This is an optimization exercise on Yosys and OpenROAD, whose aim is small area, a short achievable clock period and few clock cycles per item, not a production implementation. In this exercise RTL edits were held to simulation tests only and were not proved equivalent to the original. Power figures rest on the tool's default switching activity, not on a simulated workload.

## word_frequency_table
module word_frequency_table (
  input  logic         clk,
  input  logic         rst,
  input  logic        chars_valid,
  output logic        chars_ready,
  input  logic [7:0]  chars_char_in,
  output logic        results_valid,
  input  logic        results_ready,
  output logic [3:0]  results_slot,
  output logic [15:0] results_frequency,
  output logic        results_is_new,
  output logic        results_dropped,
  output logic        results_truncated,
  output logic        results_too_many
);
  logic                       room_next;
  logic                       in_valid;
  logic                       in_letter;
  logic [wft_pkg::CODE_W-1:0] in_code;
  logic [wft_pkg::CODE_W-1:0] in_code_n;
  wft_front u_front (
    .clk           (clk),
    .rst           (rst),
    .chars_valid   (chars_valid),
    .chars_ready   (chars_ready),
    .chars_char_in (chars_char_in),
    .room_next     (room_next),
    .in_valid      (in_valid),
    .in_letter     (in_letter),
    .in_code       (in_code),
    .in_code_n     (in_code_n)
  );
  wft_table u_table (
    .clk               (clk),
  ...
Size in the first run: ~6300 cells after synthesis, about 3000 flip-flops, ~38 I/O pins, about 110000 sq um of cells after synthesis.
clock: 6.5 ns
lec_check: 0
cap_margin: 30
core_margin: 2
core_utilization: 55
cts_cluster_diameter: 70
cts_cluster_size: 24
setup_slack_margin: 3.7
slew_margin: 20
tns_end_percent: 100
standard.sh (not shown) runs the stock make flow with config.mk's settings and CLKGATE_MAP_FILE= SYNTH_SCRIPT=/design/flow/synth_recipe.tcl, a recipe that flattens the netlist after the stock synthesis.
==> flow/flow/run.sh <==
#!/bin/bash
# The standard layout (standard.sh, the standard flow's own ORFS run), with one change: the
# buffers that buffer_ports puts on every input and output port are buf_4
# cells instead of the default pick (a clkdlybuf4s50_1 delay cell). ORFS
# reads BUFFER_PORTS_ARGS from the environment in global placement.
# make's output goes to standard.log; each ORFS step logs to orfs/logs/.
set -euo pipefail
export BUFFER_PORTS_ARGS="-buffer_cell sky130_fd_sc_hd__buf_4"
bash standard.sh > standard.log 2>&1
The baseline passed the timing, DRC and antenna checks.
Testbench counts at the start, summed over its fixed seeds: cycles 32,022, items 32,000.
Change:
--- a/flow/config.mk
+++ b/flow/config.mk
@@ -6,10 +6,10 @@
 export NUM_CORES = 4
 export LEC_CHECK = 0
-export CAP_MARGIN = 30
+export CAP_MARGIN = 20
 export CORE_MARGIN = 2
 export CORE_UTILIZATION = 55
-export CTS_CLUSTER_DIAMETER = 70
-export CTS_CLUSTER_SIZE = 24
-export SETUP_SLACK_MARGIN = 3.7
+export CTS_CLUSTER_DIAMETER = 80
+export CTS_CLUSTER_SIZE = 28
+export SETUP_SLACK_MARGIN = 3.6
 export SLEW_MARGIN = 20
 export TNS_END_PERCENT = 100
=>
- global-route usage fell by 0.84 points
- sequential power is about the same
- wire length came out lower by a few percent
- area after synthesis does not change
Change:
--- a/flow/config.mk
+++ b/flow/config.mk
@@ -9,6 +9,6 @@
 export CORE_MARGIN = 2
 export CORE_UTILIZATION = 55
-export CTS_CLUSTER_DIAMETER = 80
-export CTS_CLUSTER_SIZE = 28
+export CTS_CLUSTER_DIAMETER = 60
+export CTS_CLUSTER_SIZE = 20
 export SETUP_SLACK_MARGIN = 3.6
 export SLEW_MARGIN = 20
What happened: The changed run went through all stages and came out clean; sequential power hardly moves; global-route usage barely changes; wire length decreases slightly; synthesized area does not change; clock power rose by about a fifth; via count barely changes; design area increases slightly.
Change:
--- a/flow/config.mk
+++ b/flow/config.mk
@@ -8,8 +8,8 @@
 export CAP_MARGIN = 20
 export CORE_MARGIN = 2
-export CORE_UTILIZATION = 55
-export CTS_CLUSTER_DIAMETER = 60
-export CTS_CLUSTER_SIZE = 20
-export SETUP_SLACK_MARGIN = 3.6
+export CORE_UTILIZATION = 62
+export CTS_CLUSTER_DIAMETER = 75
+export CTS_CLUSTER_SIZE = 26
+export SETUP_SLACK_MARGIN = 3.8
 export SLEW_MARGIN = 20
 export TNS_END_PERCENT = 100
Effect: The new run finished with timing, DRC and antenna clean. Routed wire length increases by 12%. Cell count fell by 1.8%. Cell area went up by about 2.7%. Register-to-register slack loses 0.07 ns. Critical path depth goes up by 3. Worst setup slack got worse by 0.066 ns. Core utilization grows by 10 points. First-iteration DRC count is higher by about 27%. Total power is lower by 5.6%. Die area falls by about 11%. Via count goes up by 6.5%.

## separate check: timing with driven ports
In the flow no input, the clock included, has a driving cell. The finished layouts below were timed again as built, in two steps. Step 1 (the two cells are an assumption about what drives the block):
set clk [get_ports {clk}]
set_driving_cell -lib_cell sky130_fd_sc_hd__clkbuf_16 $clk
set_driving_cell -lib_cell sky130_fd_sc_hd__buf_2 [delete_from_list [all_inputs] $clk]
Step 2 also shifts input and output timing later by t, the mid clock arrival at the registers, as if the neighbouring blocks saw the same clock. a / b / c = ideal ports / drivers / drivers and shift; a / b = the first two.
run | t, ns | setup WS [ns] | worst setup path at the end
the first run | 0.936 | 3.471 / 3.471 / 3.442 | input to register
the second run | 0.920 | 3.536 / 3.536 / 3.426 | input to register
the third run | 0.946 | 3.565 / 3.565 / 3.417 | input to register
the fourth run | 0.922 | 3.499 / 3.499 / 3.293 | input to register
After both steps setup and hold are still met in every run listed. For the fourth run, which loses most, drivers alone change the setup slack by 0.000 ns; drivers and shift together by -0.206 ns.
